What follows belongs to an exercise in optimizing a design on an open flow for small area; a production flow would make more cautious choices.
Only simulation tests tie the RTL to the original design; equivalence was not proved.
Power is estimated from default activity; no workload was simulated.

Setup of alpha:
==> flow/design.v (excerpt) <==
module wb_regfile #(
    parameter logic [31:0] RESET_VAL = 32'h0000_0000,
    parameter bit          BYPASS_EN = 1'b1
) (
    input  logic        clk,
    input  logic        reset,
    input  logic [31:0] IR_W,
    input  logic [31:0] PC_W,
    input  logic [31:0] PC8_W,
    input  logic [31:0] AO_W,
    input  logic [31:0] MDO_W,
    input  logic [31:0] DR_W,
    input  logic [4:0]  A1,
    input  logic [4:0]  A2,
    output logic [31:0] RD1,
    output logic [31:0] RD2,
    output logic        WE_W,
    output logic [4:0]  WA_W,
    output logic [31:0] WD_W
);
    localparam logic [5:0] OP_SPECIAL = 6'h00, OP_JAL  = 6'h03, OP_ADDIU = 6'h09,
                           OP_SLTI    = 6'h0a, OP_SLTIU = 6'h0b, OP_ANDI = 6'h0c,
                           OP_ORI     = 6'h0d, OP_XORI = 6'h0e, OP_LUI   = 6'h0f,
                           OP_LB      = 6'h20, OP_LH   = 6'h21, OP_LW    = 6'h23,
                           OP_LBU     = 6'h24, OP_LHU  = 6'h25;
    localparam logic [5:0] F_SLL  = 6'h00, F_SRL  = 6'h02, F_SRA  = 6'h03, F_SLLV = 6'h04,
                           F_SRLV = 6'h06, F_SRAV = 6'h07, F_JALR = 6'h09, F_MFHI = 6'h10,
                           F_MFLO = 6'h12, F_ADDU = 6'h21, F_SUBU = 6'h23, F_AND  = 6'h24,
                           F_OR   = 6'h25, F_XOR  = 6'h26, F_NOR  = 6'h27, F_SLT  = 6'h2a,
                           F_SLTU = 6'h2b;
    logic [31:1][31:0] r_regs;
    logic [5:0]  w_op;
    logic [5:0]  w_funct;
    logic [4:0]  w_rt;
    logic [4:0]  w_rd;
  ...
clock: 6.5 ns
lec_check: 0
cap_margin: 20
core_margin: 2
core_utilization: 40
setup_slack_margin: 0.2
slew_margin: 20
synth_hierarchical: 1
synth_minimum_keep_size: 0
standard.sh (not shown) runs the stock make flow with config.mk's settings and CLKGATE_MAP_FILE= SYNTH_SCRIPT=/design/flow/synth_recipe.tcl, a recipe that flattens the netlist after the stock synthesis.
==> flow/flow/run.sh <==
#!/bin/bash
# Standard ORFS layout with plain port buffers (not delay cells) and a clock tree of
# smaller buffers without dummy loads. Each step's full log stays in orfs/logs/.
set -euo pipefail
bash standard.sh \
  "BUFFER_PORTS_ARGS=-buffer_cell sky130_fd_sc_hd__buf_1" \
  "CTS_ARGS=-sink_clustering_enable -repair_clock_nets -dont_use_dummy_load -buf_list sky130_fd_sc_hd__clkbuf_8 -sink_clustering_size 16 -sink_clustering_max_diameter 80" \
  finish > make_finish.log 2>&1
What beta does differently from alpha at the input level:
Settings: SLEW_MARGIN changed from 20 to 10; CAP_MARGIN changed from 20 to 10; PLACE_DENSITY newly set to 0.75.
==> flow/flow/run.sh <==
#!/bin/bash
# Standard ORFS layout with plain port buffers (not delay cells) and a clock tree of
# smaller buffers without dummy loads. Each step's full log stays in orfs/logs/.
set -euo pipefail
bash standard.sh \
  "BUFFER_PORTS_ARGS=-buffer_cell sky130_fd_sc_hd__buf_1" \
  "CTS_ARGS=-sink_clustering_enable -repair_clock_nets -dont_use_dummy_load -buf_list sky130_fd_sc_hd__clkbuf_16 -sink_clustering_size 30 -sink_clustering_max_diameter 55" \
  finish > make_finish.log 2>&1
==> comparison <==
Register share of total power is higher on alpha
Looking at met2 usage in global routing, beta sits below alpha.
The post-CTS clock slew at the launch and capture registers of the worst setup and hold paths reported for beta is smaller than that of alpha by 0.05 ns.
Re cell depth of the worst setup path: beta is 2 down on alpha.
Compared with alpha, beta shows leakage power of the design that has gone up by a few percent.
Compared with alpha, beta shows combinational group share of total power lower by 1.5 points.
On clock network fraction of design power: between alpha and beta, it ends up higher for beta.
Between alpha and beta, area overhead of the layout relative to synthesis is lower for alpha, beta comes in above that.
Setup changes, beta to gamma
Settings: changing SLEW_MARGIN from 10 to 20; changing CAP_MARGIN from 10 to 20; removing PLACE_DENSITY (formerly 0.75).
==> flow/flow/run.sh <==
#!/bin/bash
# Standard ORFS layout with plain port buffers (not delay cells) and a clock tree of
# smaller buffers without dummy loads. Each step's full log stays in orfs/logs/.
set -euo pipefail
bash standard.sh \
  "BUFFER_PORTS_ARGS=-buffer_cell sky130_fd_sc_hd__buf_1" \
  "CTS_ARGS=-sink_clustering_enable -repair_clock_nets -dont_use_dummy_load -buf_list sky130_fd_sc_hd__clkbuf_8 -sink_clustering_size 24 -sink_clustering_max_diameter 60" \
  finish > make_finish.log 2>&1
[summary]
Compared beta against gamma; final cell count within noise. Delta(layout cell share with drive strength beyond 1, gamma - beta) > 0. Looking only at total met3 wirelength after detailed routing, and setting everything else aside, the higher value of gamma and beta goes to beta. Summary: with beta as the reference, final weighted congestion of routability-driven global placement in gamma moved down by a few percent. In gamma, iteration count of the initial detailed-routing pass is lower than in beta. Share of the final layout cell area in multi-input gates for gamma: 0.89 points up relative to beta. In gamma, the detailed route wirelength on metal2 came out about 7% above the value in beta. Looking at overall global routing resource usage, gamma sits 1.8 points higher than beta does. gamma against beta; vias after detailed routing is down by a few percent. Between gamma and beta, the number of cells on the critical path is lower for beta.
--- input diff gamma..delta ---
==> flow/flow/run.sh <==
#!/bin/bash
# Standard ORFS layout with plain port buffers (not delay cells) and a clock tree of
# smaller buffers without dummy loads. Each step's full log stays in orfs/logs/.
set -euo pipefail
bash standard.sh \
  "BUFFER_PORTS_ARGS=-buffer_cell sky130_fd_sc_hd__buf_1" \
  "CTS_ARGS=-sink_clustering_enable -repair_clock_nets -dont_use_dummy_load -buf_list sky130_fd_sc_hd__clkbuf_16 -sink_clustering_size 24 -sink_clustering_max_diameter 100" \
  finish > make_finish.log 2>&1
In summary, delta completed successfully, with a layout that passed the timing, DRC and antenna checks. Sort gamma and delta by power density over the cells, ascending, and gamma comes first. Per the comparison of delta with gamma, routed wire length now smaller; sequential share of layout area was more or less identical.
[inputs] epsilon vs delta
==> flow/flow/run.sh <==
#!/bin/bash
# Standard ORFS layout with plain port buffers (not delay cells) and a clock tree of
# smaller buffers without dummy loads. Each step's full log stays in orfs/logs/.
set -euo pipefail
bash standard.sh \
  "BUFFER_PORTS_ARGS=-buffer_cell sky130_fd_sc_hd__buf_1" \
  "CTS_ARGS=-sink_clustering_enable -repair_clock_nets -dont_use_dummy_load -buf_list sky130_fd_sc_hd__clkbuf_8 -sink_clustering_size 20 -sink_clustering_max_diameter 45" \
  finish > make_finish.log 2>&1
Findings:
- [compare] base=delta new=epsilon: switching part of the total did not really move; overall global routing resource usage went up.
- Compared with delta, in epsilon wire length of the first global-routing pass up about 0.8%, clock buffer instance count of the final layout up 85, upper clock frequency limit down about 0.7%, slew of the pin with the lowest slew margin down 0.043 ns, hold slack down 0.0065 ns.
- Comparing maximum VDD drop for delta and epsilon, the smaller number came from epsilon.
- epsilon gives more number of antenna violations at the first check in global routing than delta did.
- delta has higher routed length on met1 than epsilon.

========
== v15 ==
The RTL this note starts from:
==> flow/design.v <==
module wb_regfile #(
    parameter logic [31:0] RESET_VAL = 32'h0000_0000,
    parameter bit          BYPASS_EN = 1'b1
) (
    input  logic        clk,
    input  logic        reset,
    input  logic [31:0] IR_W,
    input  logic [31:0] PC_W,
    input  logic [31:0] PC8_W,
    input  logic [31:0] AO_W,
    input  logic [31:0] MDO_W,
    input  logic [31:0] DR_W,
    input  logic [4:0]  A1,
    input  logic [4:0]  A2,
    output logic [31:0] RD1,
    output logic [31:0] RD2,
    output logic        WE_W,
    output logic [4:0]  WA_W,
    output logic [31:0] WD_W
);
    localparam logic [5:0] OP_SPECIAL = 6'h00, OP_JAL  = 6'h03, OP_ADDIU = 6'h09,
                           OP_SLTI    = 6'h0a, OP_SLTIU = 6'h0b, OP_ANDI = 6'h0c,
                           OP_ORI     = 6'h0d, OP_XORI = 6'h0e, OP_LUI   = 6'h0f,
                           OP_LB      = 6'h20, OP_LH   = 6'h21, OP_LW    = 6'h23,
                           OP_LBU     = 6'h24, OP_LHU  = 6'h25;
    localparam logic [5:0] F_SLL  = 6'h00, F_SRL  = 6'h02, F_SRA  = 6'h03, F_SLLV = 6'h04,
                           F_SRLV = 6'h06, F_SRAV = 6'h07, F_JALR = 6'h09, F_MFHI = 6'h10,
                           F_MFLO = 6'h12, F_ADDU = 6'h21, F_SUBU = 6'h23, F_AND  = 6'h24,
                           F_OR   = 6'h25, F_XOR  = 6'h26, F_NOR  = 6'h27, F_SLT  = 6'h2a,
                           F_SLTU = 6'h2b;
    logic [31:1][31:0] r_regs;
    logic [5:0]  w_op;
    logic [5:0]  w_funct;
    logic [4:0]  w_rt;
    logic [4:0]  w_rd;
    logic        w_unused;
    assign w_op     = IR_W[31:26];
    assign w_funct  = IR_W[5:0];
    assign w_rt     = IR_W[20:16];
    assign w_rd     = IR_W[15:11];
    assign w_unused = ^{PC_W, IR_W[25:21], IR_W[10:6]};
    logic w_wr_rd, w_wr_rt, w_jal;
    always_comb begin
        w_wr_rd = 1'b0;
        if (w_op == OP_SPECIAL) begin
            case (w_funct)
                F_SLL, F_SRL, F_SRA, F_SLLV, F_SRLV, F_SRAV, F_ADDU, F_SUBU,
                F_AND, F_OR, F_XOR, F_NOR, F_SLT, F_SLTU, F_JALR, F_MFHI, F_MFLO:
                    w_wr_rd = 1'b1;
                default: w_wr_rd = 1'b0;
            endcase
        end
        case (w_op)
            OP_ADDIU, OP_ANDI, OP_ORI, OP_XORI, OP_LUI, OP_SLTI, OP_SLTIU,
            OP_LW, OP_LH, OP_LHU, OP_LB, OP_LBU: w_wr_rt = 1'b1;
            default:                             w_wr_rt = 1'b0;
        endcase
        w_jal = (w_op == OP_JAL);
    end
    assign WE_W = (w_wr_rd && (w_rd != 5'd0)) || (w_wr_rt && (w_rt != 5'd0)) || w_jal;
    assign WA_W = (w_op[5] || w_op[3]) ? w_rt : (w_op[0] ? 5'd31 : w_rd);
    logic [7:0]  w_b;
    logic [15:0] w_h;
    logic [31:0] w_ext;
    always_comb begin
        case (AO_W[1:0])
            2'b00:   w_b = DR_W[7:0];
            2'b01:   w_b = DR_W[15:8];
            2'b10:   w_b = DR_W[23:16];
            default: w_b = DR_W[31:24];
        endcase
        w_h = AO_W[1] ? DR_W[31:16] : DR_W[15:0];
        if (w_op[1])      w_ext = DR_W;
        else if (w_op[0]) w_ext = {{16{w_h[15] & ~w_op[2]}}, w_h};
        else              w_ext = {{24{w_b[7] & ~w_op[2]}}, w_b};
        if (w_op[5])                          WD_W = w_ext;
        else if (w_op[3])                     WD_W = AO_W;
        else if (w_op[0])                     WD_W = PC8_W;
        else if (w_funct[4])                  WD_W = MDO_W;
        else if (w_funct[3] && !w_funct[5])   WD_W = PC8_W;
        else                                  WD_W = AO_W;
    end
    logic        r_phase;
    logic [31:0] w_ld_data;
    logic [31:0] w_wx;
    logic [31:1] w_ld, w_ld_n;
    logic [31:1][31:0] w_next;
    assign w_ld_data = reset ? RESET_VAL : WD_W;
    assign w_wx      = w_ld_data ^ {32{r_phase}};
    always_comb begin
        for (int i = 1; i < 32; i++) begin
            w_ld[i]   = reset | (w_wr_rd && (w_rd == i[4:0])) || (w_wr_rt && (w_rt == i[4:0])) ||
                        (w_jal && (i == 31));
            w_ld_n[i] = !w_ld[i];
        end
    end
    for (genvar g = 1; g < 32; g++) begin : g_row
        wb_rf_hold u_hold (.q(r_regs[g]), .d(w_wx), .ld(w_ld[g]), .ld_n(w_ld_n[g]),
                           .y(w_next[g]));
    end
    always_ff @(posedge clk) begin
        r_phase <= !r_phase;
        r_regs  <= w_next;
    end
    function automatic logic byp_hit(input logic [4:0] a, input logic wr_rd, input logic wr_rt,
                                     input logic jal, input logic [4:0] rd,
                                     input logic [4:0] rt);
        byp_hit = (a != 5'd0) && ((wr_rd && (a == rd)) || (wr_rt && (a == rt)) ||
                                  (jal && (a == 5'd31)));
    endfunction
    logic        w_byp1, w_byp2;
    logic [31:1] w_sel1, w_sel2;
    assign w_byp1 = BYPASS_EN && byp_hit(A1, w_wr_rd, w_wr_rt, w_jal, w_rd, w_rt);
    assign w_byp2 = BYPASS_EN && byp_hit(A2, w_wr_rd, w_wr_rt, w_jal, w_rd, w_rt);
    always_comb begin
        for (int i = 1; i < 32; i++) begin
            w_sel1[i] = (A1 == i[4:0]);
            w_sel2[i] = (A2 == i[4:0]);
        end
    end
    logic [10:0][31:0] w_t1, w_t2;
    for (genvar g = 0; g < 10; g++) begin : g_aoi
        wb_rf_aoi222 u_p1 (.a0(r_regs[3*g+1]), .a1(r_regs[3*g+2]), .a2(r_regs[3*g+3]),
                           .s0(w_sel1[3*g+1]), .s1(w_sel1[3*g+2]), .s2(w_sel1[3*g+3]),
                           .y(w_t1[g]));
        wb_rf_aoi222 u_p2 (.a0(r_regs[3*g+1]), .a1(r_regs[3*g+2]), .a2(r_regs[3*g+3]),
                           .s0(w_sel2[3*g+1]), .s1(w_sel2[3*g+2]), .s2(w_sel2[3*g+3]),
                           .y(w_t2[g]));
    end
    assign w_t1[10] = ~(r_regs[31] & {32{w_sel1[31]}});
    assign w_t2[10] = ~(r_regs[31] & {32{w_sel2[31]}});
    logic [31:0] w_rf1, w_rf2;
    always_comb begin
        w_rf1 = '0;
        w_rf2 = '0;
        for (int i = 0; i < 11; i++) begin
            w_rf1 = w_rf1 | ~w_t1[i];
            w_rf2 = w_rf2 | ~w_t2[i];
        end
    end
    logic w_ph1, w_ph2;
    assign w_ph1 = r_phase && (A1 != 5'd0);
    assign w_ph2 = r_phase && (A2 != 5'd0);
    assign RD1 = w_byp1 ? WD_W : (w_rf1 ^ {32{w_ph1}});
    assign RD2 = w_byp2 ? WD_W : (w_rf2 ^ {32{w_ph2}});
endmodule
module wb_rf_hold (
    input  logic [31:0] q,
    input  logic [31:0] d,
    input  logic        ld,
    input  logic        ld_n,
    output logic [31:0] y
);
    assign y = ~((q | {32{ld}}) & (d | {32{ld_n}}));
endmodule
module wb_rf_aoi222 (
    input  logic [31:0] a0,
    input  logic [31:0] a1,
    input  logic [31:0] a2,
    input  logic        s0,
    input  logic        s1,
    input  logic        s2,
    output logic [31:0] y
);
    assign y = ~((a0 & {32{s0}}) | (a1 & {32{s1}}) | (a2 & {32{s2}}));
endmodule
==> flow/config.mk <==
export PLATFORM = sky130hd
export DESIGN_NAME = wb_regfile
export DESIGN_NICKNAME = wb_regfile
export VERILOG_FILES = /design/flow/design.v
export SDC_FILE = /design/flow/constraint.sdc
export NUM_CORES = 4
export LEC_CHECK = 0
export CAP_MARGIN = 20
export CORE_MARGIN = 2
export CORE_UTILIZATION = 40
export SETUP_SLACK_MARGIN = 0.35
export SLEW_MARGIN = 20
export SYNTH_HIERARCHICAL = 1
export SYNTH_MINIMUM_KEEP_SIZE = 0
==> flow/constraint.sdc <==
create_clock -name core_clock -period 6.5 [get_ports {clk}]
set_input_delay 1.3000 -clock core_clock [delete_from_list [all_inputs] [get_ports {clk}]]
set_output_delay 1.3000 -clock core_clock [all_outputs]
set_load 0.01 [all_outputs]
==> flow/flow/run.sh <==
#!/bin/bash
# Standard ORFS layout with plain port buffers (not delay cells) and a clock tree of
# smaller buffers without dummy loads. Each step's full log stays in orfs/logs/.
set -euo pipefail
bash standard.sh \
  "BUFFER_PORTS_ARGS=-buffer_cell sky130_fd_sc_hd__buf_1" \
  "CTS_ARGS=-sink_clustering_enable -repair_clock_nets -dont_use_dummy_load -buf_list sky130_fd_sc_hd__clkbuf_16 -sink_clustering_size 24 -sink_clustering_max_diameter 100" \
  finish > make_finish.log 2>&1
v15 reached the end of the flow, and the finished layout is clean on the timing, DRC and antenna checks.
Input-level comparison between v29 and v15:
-- flow/config.mk --
<<< v15, line 9
export CORE_MARGIN = 2
export CORE_UTILIZATION = 40
export SETUP_SLACK_MARGIN = 0.35
export SLEW_MARGIN = 20
export SYNTH_HIERARCHICAL = 1
>>> v29, line 9
export CORE_MARGIN = 2
export CORE_UTILIZATION = 40
export SETUP_SLACK_MARGIN = 0.2
export SLEW_MARGIN = 20
export SYNTH_HIERARCHICAL = 1
Results
First-pass GRT wire length essentially unchanged between v29 and v15.
Summary — clock period minus worst slack, v29 relative to v15: higher, by 220 ps.
[compare] base=v15 new=v29: cell area neither gained nor lost much; relative contribution of sequential cells to total power closely matched the old numbers.
The maximum clock frequency of v29 is lower than that of v15.
Total routed wire length on the met1 layer, v29 and v15: lower on v29
Looking at v29 and v15, the post-route total power is a wash.
v29 vs v15 on setup slack: v29 is the lower one.
Launching element of the worst setup path: A1[4] -> v29, A1[0] -> v15

## static timing again, ports no longer ideal
Ports are ideal in the flow. The routed layouts listed here were re-timed in OpenROAD.
Step 1, drivers: a clkbuf_16 drives clk and a buf_2 each remaining input, both assumed.
Step 2, shift: input delay + t, output delay - t, t = (earliest + latest rising clock arrival at the registers) / 2. This alone moves slack from input paths to output paths.
Slacks: no drivers / after step 1 / after step 2; pairs: no drivers / after step 1.
| run | t, ns | slack for setup (ns) | slew at the worst register clock pin (ns) |
|---|---|---|---|
| alpha | 0.768 | 0.190 / 0.073 / 0.073 | 0.12 / 0.12 |
| beta | 0.703 | 0.215 / 0.089 / 0.089 | 0.10 / 0.10 |
| gamma | 0.819 | 0.216 / 0.082 / 0.082 | 0.12 / 0.12 |
| delta | 0.713 | 0.236 / 0.120 / 0.120 | 0.10 / 0.10 |
| epsilon | 0.880 | 0.189 / 0.075 / 0.075 | 0.09 / 0.09 |
| v15 | 0.734 | 0.384 / 0.255 / 0.255 | 0.10 / 0.10 |
| v29 | 0.736 | 0.160 / 0.010 / 0.010 | 0.11 / 0.11 |
After both steps every run listed still meets setup and hold. For v29, which loses most, drivers alone change the setup slack by -0.150 ns; drivers and shift together by -0.150 ns.
